Background: an optimization exercise with open tools, aiming at small area and a short achievable clock period. Do not read the settings as production practice.
In this exercise RTL edits were held to simulation tests only and were not proved equivalent to the original.
Power figures rest on the tool's default switching activity, not on a simulated workload.

==> design.v <==
package validator_pkg;
    localparam int W_DEF     = 128;
    localparam int LANES_DEF = 4;
    localparam int DEPTH_DEF = 8;
    localparam int DW_DEF    = 8;
    localparam int CNT_W     = 32;
    function automatic logic [CNT_W-1:0] sat_inc(input logic [CNT_W-1:0] v);
        if (v == {CNT_W{1'b1}}) begin
            sat_inc = v;
        end else begin
            sat_inc = v + 1'b1;
        end
    endfunction
endpackage
module sync_fifo
#(
    parameter int W     = validator_pkg::W_DEF,
    parameter int DEPTH = validator_pkg::DEPTH_DEF
) (
    input  logic         clk,
    input  logic         rst,
    input  logic         wr_en,
    input  logic [W-1:0] wr_data,
    input  logic         rd_en,
    output logic [W-1:0] rd_data,
    output logic         empty,
    output logic         full
);
    localparam int AW = $clog2(DEPTH);
    logic [W-1:0]  mem_q [DEPTH];
    logic [AW:0]   wr_ptr_q, wr_ptr_d;
    logic [AW:0]   rd_ptr_q, rd_ptr_d;
    logic          do_wr;
    logic          do_rd;
    always_comb begin
        empty    = (wr_ptr_q == rd_ptr_q);
        full     = (wr_ptr_q[AW] != rd_ptr_q[AW]) &&
                   (wr_ptr_q[AW-1:0] == rd_ptr_q[AW-1:0]);
        do_wr    = wr_en && !full;
        do_rd    = rd_en && !empty;
        wr_ptr_d = wr_ptr_q + {{AW{1'b0}}, do_wr};
        rd_ptr_d = rd_ptr_q + {{AW{1'b0}}, do_rd};
        rd_data  = mem_q[rd_ptr_q[AW-1:0]];
    end
    always_ff @(posedge clk) begin
        if (rst) begin
            wr_ptr_q <= '0;
            rd_ptr_q <= '0;
        end else begin
            wr_ptr_q <= wr_ptr_d;
            rd_ptr_q <= rd_ptr_d;
        end
    end
    always_ff @(posedge clk) begin
        if (do_wr) begin
            mem_q[wr_ptr_q[AW-1:0]] <= wr_data;
        end
    end
endmodule
module validator_array
#(
    parameter int W     = validator_pkg::W_DEF,
    parameter int LANES = validator_pkg::LANES_DEF,
    parameter int DEPTH = validator_pkg::DEPTH_DEF,
    parameter int DW    = validator_pkg::DW_DEF
) (
    input  logic               clk,
    input  logic               rst,
    input  logic               i_valid,
    input  logic [W-1:0]       i_transaction,
    output logic               i_ready,
    input  logic [DW-1:0]      i_difficulty,
    output logic [LANES-1:0]   lane_valid_o,
    output logic [LANES*W-1:0] lane_data_o,
    input  logic [LANES-1:0]   lane_ack_i,
    input  logic [LANES-1:0]   res_valid_i,
    input  logic [LANES*W-1:0] res_data_i,
    output logic [LANES-1:0]   res_ack_o,
    output logic               o_valid,
    output logic [W-1:0]       o_hash,
    input  logic               o_ready,
    output logic [validator_pkg::CNT_W-1:0]   o_pass_count,
    output logic [validator_pkg::CNT_W-1:0]   o_drop_count
);
    localparam int PW = (LANES > 1) ? $clog2(LANES) : 1;
    localparam logic [PW-1:0] LAST = PW'(LANES - 1);
    logic [LANES-1:0] fifo_empty;
    logic [LANES-1:0] fifo_full;
    logic [LANES-1:0] fifo_wr;
    logic [LANES-1:0] fifo_rd;
    logic [PW-1:0]    dptr_q, dptr_d;
    logic [PW-1:0]    cptr_q, cptr_d;
    logic             rdy_en_q;
    logic             o_valid_q, o_valid_d;
    logic [W-1:0]     o_hash_q, o_hash_d;
    logic [validator_pkg::CNT_W-1:0] pass_cnt_q, pass_cnt_d;
    logic [validator_pkg::CNT_W-1:0] drop_cnt_q, drop_cnt_d;
    logic             pass;
    logic             take;
    logic             res_take;
    always_comb begin
        pass = 1'b1;
        for (int i = 0; i < W; i++) begin
            if (($unsigned(i) < 32'(i_difficulty)) && i_transaction[W-1-i]) begin
                pass = 1'b0;
            end
        end
    end
    always_comb begin
        i_ready = rdy_en_q && !fifo_full[dptr_q];
        take    = i_valid && i_ready;
        fifo_wr = '0;
        fifo_wr[dptr_q] = take && pass;
        dptr_d  = dptr_q;
        if (take && pass) begin
            dptr_d = (dptr_q == LAST) ? '0 : dptr_q + 1'b1;
        end
        pass_cnt_d = (take && pass)  ? validator_pkg::sat_inc(pass_cnt_q) : pass_cnt_q;
        drop_cnt_d = (take && !pass) ? validator_pkg::sat_inc(drop_cnt_q) : drop_cnt_q;
    end
    always_comb begin
        lane_valid_o = ~fifo_empty;
        fifo_rd      = lane_ack_i & ~fifo_empty;
    end
    always_comb begin
        res_take  = res_valid_i[cptr_q] && (!o_valid_q || o_ready) && !rst;
        res_ack_o = '0;
        res_ack_o[cptr_q] = res_take;
        cptr_d    = cptr_q;
        o_valid_d = o_valid_q;
        o_hash_d  = o_hash_q;
        if (res_take) begin
            cptr_d    = (cptr_q == LAST) ? '0 : cptr_q + 1'b1;
            o_valid_d = 1'b1;
            o_hash_d  = res_data_i[cptr_q*W +: W];
        end else if (o_ready) begin
            o_valid_d = 1'b0;
        end
    end
    always_ff @(posedge clk) begin
        if (rst) begin
            dptr_q     <= '0;
            cptr_q     <= '0;
            rdy_en_q   <= 1'b0;
            o_valid_q  <= 1'b0;
            o_hash_q   <= '0;
            pass_cnt_q <= '0;
            drop_cnt_q <= '0;
        end else begin
            dptr_q     <= dptr_d;
            cptr_q     <= cptr_d;
            rdy_en_q   <= 1'b1;
            o_valid_q  <= o_valid_d;
            o_hash_q   <= o_hash_d;
            pass_cnt_q <= pass_cnt_d;
            drop_cnt_q <= drop_cnt_d;
        end
    end
    always_comb begin
        o_valid      = o_valid_q;
        o_hash       = o_hash_q;
        o_pass_count = pass_cnt_q;
        o_drop_count = drop_cnt_q;
    end
    for (genvar k = 0; k < LANES; k++) begin : g_lane
        sync_fifo #(
            .W     (W),
            .DEPTH (DEPTH)
        ) u_fifo (
            .clk     (clk),
            .rst     (rst),
            .wr_en   (fifo_wr[k]),
            .wr_data (i_transaction),
            .rd_en   (fifo_rd[k]),
            .rd_data (lane_data_o[k*W +: W]),
            .empty   (fifo_empty[k]),
            .full    (fifo_full[k])
        );
    end
endmodule
==> run.sh <==
#!/bin/bash
# synth_recipe.tcl (not shown) runs the flow's synth.tcl, then flattens the netlist and writes it again
# the make line also repeats each setting of config.mk as NAME=value (left out here)
make -C /OpenROAD-flow-scripts/flow DESIGN_CONFIG=/design/flow/config.mk WORK_HOME=/design/flow/orfs CLKGATE_MAP_FILE= SYNTH_SCRIPT=/design/flow/synth_recipe.tcl finish
==> config.mk <==
export PLATFORM = sky130hd
export DESIGN_NAME = validator_array
export DESIGN_NICKNAME = validator_array
export VERILOG_FILES = /design/flow/design.v
export SDC_FILE = /design/flow/constraint.sdc
export NUM_CORES = 4
export LEC_CHECK = 0
export CAP_MARGIN = 20
export CORE_MARGIN = 2
export CORE_UTILIZATION = 40
export SLEW_MARGIN = 20
==> constraint.sdc <==
create_clock -name core_clock -period 5.5 [get_ports {clk}]
set_input_delay 1.1000 -clock core_clock [delete_from_list [all_inputs] [get_ports {clk}]]
set_output_delay 1.1000 -clock core_clock [all_outputs]
set_load 0.01 [all_outputs]
==> results by group <==
Timing
  – Final setup vio count: 0
  – F_max: 0.193 GHz
  – Final hold vios: 0
  – Final Hold Slack: 460 ps
  – Max-slew headroom: 12.6%
  – Slew Limit Fails: 0
  – RSZ-0062 raised after global routing: no
  – Final Skew: 69.6 ps
  – Final Cycle Share: 94.0%
  – Post-route minimum period: 5170 ps
  – Slew @ Worst Pin: 1310 ps

Global routing
  – Total congestion overflow: 0
  – Vias in the first global route: 90.9k
  – Initial antenna violation count: 237
  – Global-route wire length before repair: 824000 µm
  – Total GRT Usage: 28.9%
  – Pin count of the biggest net entering global routing: 136

Synth
  – Top cells by count, synth: edfxtp_1, mux4_2, mux2_2, nand2_1, clkbuf_1
  – Register area share after synthesis: 76.4%
  – Cell taking the most area after synthesis: edfxtp_1
  – Yosys warnings: 2
  – Syn nets: 8229
  – Top cell type's share of synthesized area: 73.6%
  – FFs w/ async S/R, synth: 0%
  – Top cells by area, synth: edfxtp_1, mux4_2, mux2_2
  – Synth cell types: 67
  – Count leader, synth: edfxtp_1
  – Syn Area/Cell: 22.1 µm²
  – Number of synthesized flops with an enable pin: 4096
  – Post-synthesis register bit count: 4326
  – Main synth FF type: edfxtp_1
  – Synth Cell Area: 167000 µm²
  – Cells after Synth: 7547

Placement
  – Dpl hpwl: 461000 µm
  – I/O Buffers: 1373
  – Routability cong.: 1.05
  – Cell count after placement: 14.8k

Clock tree
  – CTS H-tree lvls: 5
  – Cts hold-fix bufs: 0
  – Worst-path clk slew: 70 ps
  – CTS tree: yes
  – Root Driver: clkbuf_16
  – Post-CTS Setup Bufs: 0
  – Num CTS Buffers: 435
  – Clk Latency, worst-skew pair: 1010 ps
  – CTS sink cnt: 4326
  – Post-CTS Resized: 0
  – Clock Path Buffers: 4

Critical path
  – R2r endpoint: g_lane[0].u_fifo.mem_q[0][53]
  – Worst Path Buf+Inv: 3
  – Worst path max stage delay: 640 ps
  – Worst Path Class, Setup: reg2out
  – Critical path's slowest cell: dfxtp_4
  – Top cell by count, worst path: buf_12
  – Crit start category: register
  – Worst path cell trace: buf_12 > buf_12 > mux4_2 > mux2_2 > clkdlybuf4s50_1
  – Top delay family on crit path: buffers and inverters
  – R2R cell count: 15
  – Reg2reg start: g_lane[3].u_fifo.wr_ptr_q[2]
  – Setup crit end: lane_data_o[56]
  – Levels on crit path: 5
  – CP arrival: 4070 ps
  – Critical path peak fanout: 60
  – Worst setup path startpoint: g_lane[0].u_fifo.rd_ptr_q[0]
  – Critical path required time: 4400 ps
  – Worst Setup End Kind: primary output
  – R2r setup slk: 850 ps

Worst hold path
  – HP Class: reg2reg

Job
  – Max Cap Viol: 0

Outcome
  – Status: timing/DRC/antenna clean

Drt
  – Vias post-DR: 90.7k
  – Routed wire length: 623000 µm
  – Pre-Repair DR Iteration Count: 5
  – Vias per inst: 5.69
  – Routed Antenna Nets: 0
  – DR DRC count: 0
  – WL/cell: 39.1 µm
  – DR iter-0 viols: 11.0k

Final layout
  – Final non-filler cell total: 15.9k
  – Final #Nets: 10.4k
  – Share of layout cells above drive strength 1: 32.0%
  – Synth-to-layout area growth: 25.9%

Floorplan
  – Die area: 423000 µm²
  – Num ports: 1374
  – Num rows: 237
  – Die height: 650 µm
  – DIE WIDTH: 650 µm
  – Initial Utilization: 40.1%
  – Core area: 416000 µm²

Power
  – Maximum vdd drop: 310 µV
  – Total power: 70000 µW
  – Pwr/cell area: 333 nW/µm²
  – Pleak: 0.0654 µW
[cells by family (layout without fill, tap and decap cells)]
family / after synthesis / in the layout / synth area share [%]
AND/OR/NAND/NOR: 655 / 655 / 1.85
flip-flops: 4326 / 4326 / 76.4
XOR/XNOR: 61 / 61 / 0.320
multiplexers: 1669 / 1669 / 19.0
other: 0 / 335 / 0
adder cells (fa/ha/maj): 27 / 27 / 0.195
AO/OA/AOI/OAI: 360 / 360 / 1.24
buffers and inverters: 449 / 3001 / 1.01
[final cells by class]
cell class / count / area, µm²
Antenna cell: 335 / 838
Clock buffer: 491 / 11200
Clock inverter: 316 / 3620
Fill cell: 33309 / 206000
Inverter: 23 / 86.3
Multi-Input combinational cell: 2772 / 38100
Sequential cell: 4326 / 128000
Tap cell: 5497 / 6880
Timing Repair Buffer: 2171 / 22000
[report_power, final]
part | internal, µW | switching [µW]
Clock | 17600 | 12900
Combinational | 1180 | 2020
Sequential | 36100 | 136
[metal layers]
| metal | vias up | wire, µm | GRT usage [%] |
|---|---|---|---|
| met5 | - | 324 | 0 |
| met4 | 50 | 41800 | 16.1 |
| met3 | 1011 | 50300 | 6.26 |
| met2 | 4523 | 309000 | 48.6 |
| met1 | 48638 | 222000 | 34.7 |
| li1 | 36446 | - | - |
[flip-flops by register name (all words and copies together), names as in the netlist, 2 cells and up]
register                cells
pass_cnt_q                 32
drop_cnt_q                 32
o_hash_q                  128
g_lane.u_fifo.mem_q      4096
g_lane.u_fifo.rd_ptr_q     16
g_lane.u_fifo.wr_ptr_q     16
dptr_q                      2
cptr_q                      2
[cell usage in the layout, fill, tap and decap left out, drive strengths merged, types with 88 or more instances in the layout]
cell type,count
edfxtp,4096
buf,822
a21oi,182
diode,335
mux2,514
dfxtp,230
clkinv,209
clkdlybuf4s50,1348
nand2,315
mux4,1153
o21ai,88
nor2,97
clkbuf,492
[worst min-delay path by stage]
| stage | from | cells past startpoint | endpoint |
|---|---|---|---|
| after floorplan | o_hash_q[0] | 2 | o_hash_q[0] |
| after global placement | o_hash_q[15] | 2 | o_hash_q[15] |
| after detailed placement | o_hash_q[121] | 2 | o_hash_q[121] |
| after CTS | rst | 2 | g_lane[1].u_fifo.rd_ptr_q[0] |
| after global routing | i_transaction[116] | 1 | g_lane[2].u_fifo.mem_q[4][116] |
| final | o_hash_q[107] | 2 | o_hash_q[107] |
[worst register-to-register path: stages, from the launching register on]
cell and delay [ps]:
dfxtp_1 690, xor2_1 160, o41ai_1 1030, o211ai_1 260
o211a_1 340, nand2_1 140, buf_4 270, nor3_2 150
nand2_2 120, buf_12 160, buf_4 130, nor4_1 40
buf_4 170, nor3b_4 160, buf_12 180, buf_12 370
[stage by stage]
stage / area, µm² / setup WS [ps] / setup TNS, ps / utilization [%]
3_5_place_dp: 195000 / -489 / -1212320 / 46.8
5_1_grt: 210000 / 160 / 0 / 50.5
4_1_cts: 210000 / 232 / 0 / 50.3
3_3_place_gp: 195000 / -436 / -1040520 / 46.8
6_report: 210000 / 330 / 0 / 50.5
2_1_floorplan: 167000 / -2570 / -7320530 / -

## re-timing with driven ports
The flow's constraints put no driver on any port. The routed layout listed below was extracted and timed again, unchanged, in two steps. Step 1 sets driving cells, clkbuf_16 on the clock port and buf_2 on the other inputs (assumed; they add their load-dependent delay and slew). Step 2 times the ports against the registers' clock, not the clock port: input delays grow and output delays shrink by t, the midpoint of the rising clock arrivals with the driver on. a / b / c = ideal ports / drivers / drivers and shift; a / b = the first two.
t (ns): 1.123
setup WS [ns]: 0.330 / 0.182 / -0.494
worst hold slack (ns): 0.460 / 0.371 / 0.460
slew at the worst register clock pin (ns): 0.07 / 0.07
With both steps, setup timing fails in this run, where it was met with ideal ports. The setup slack of this run moves by -0.148 ns with the drivers and by -0.824 ns with both steps.
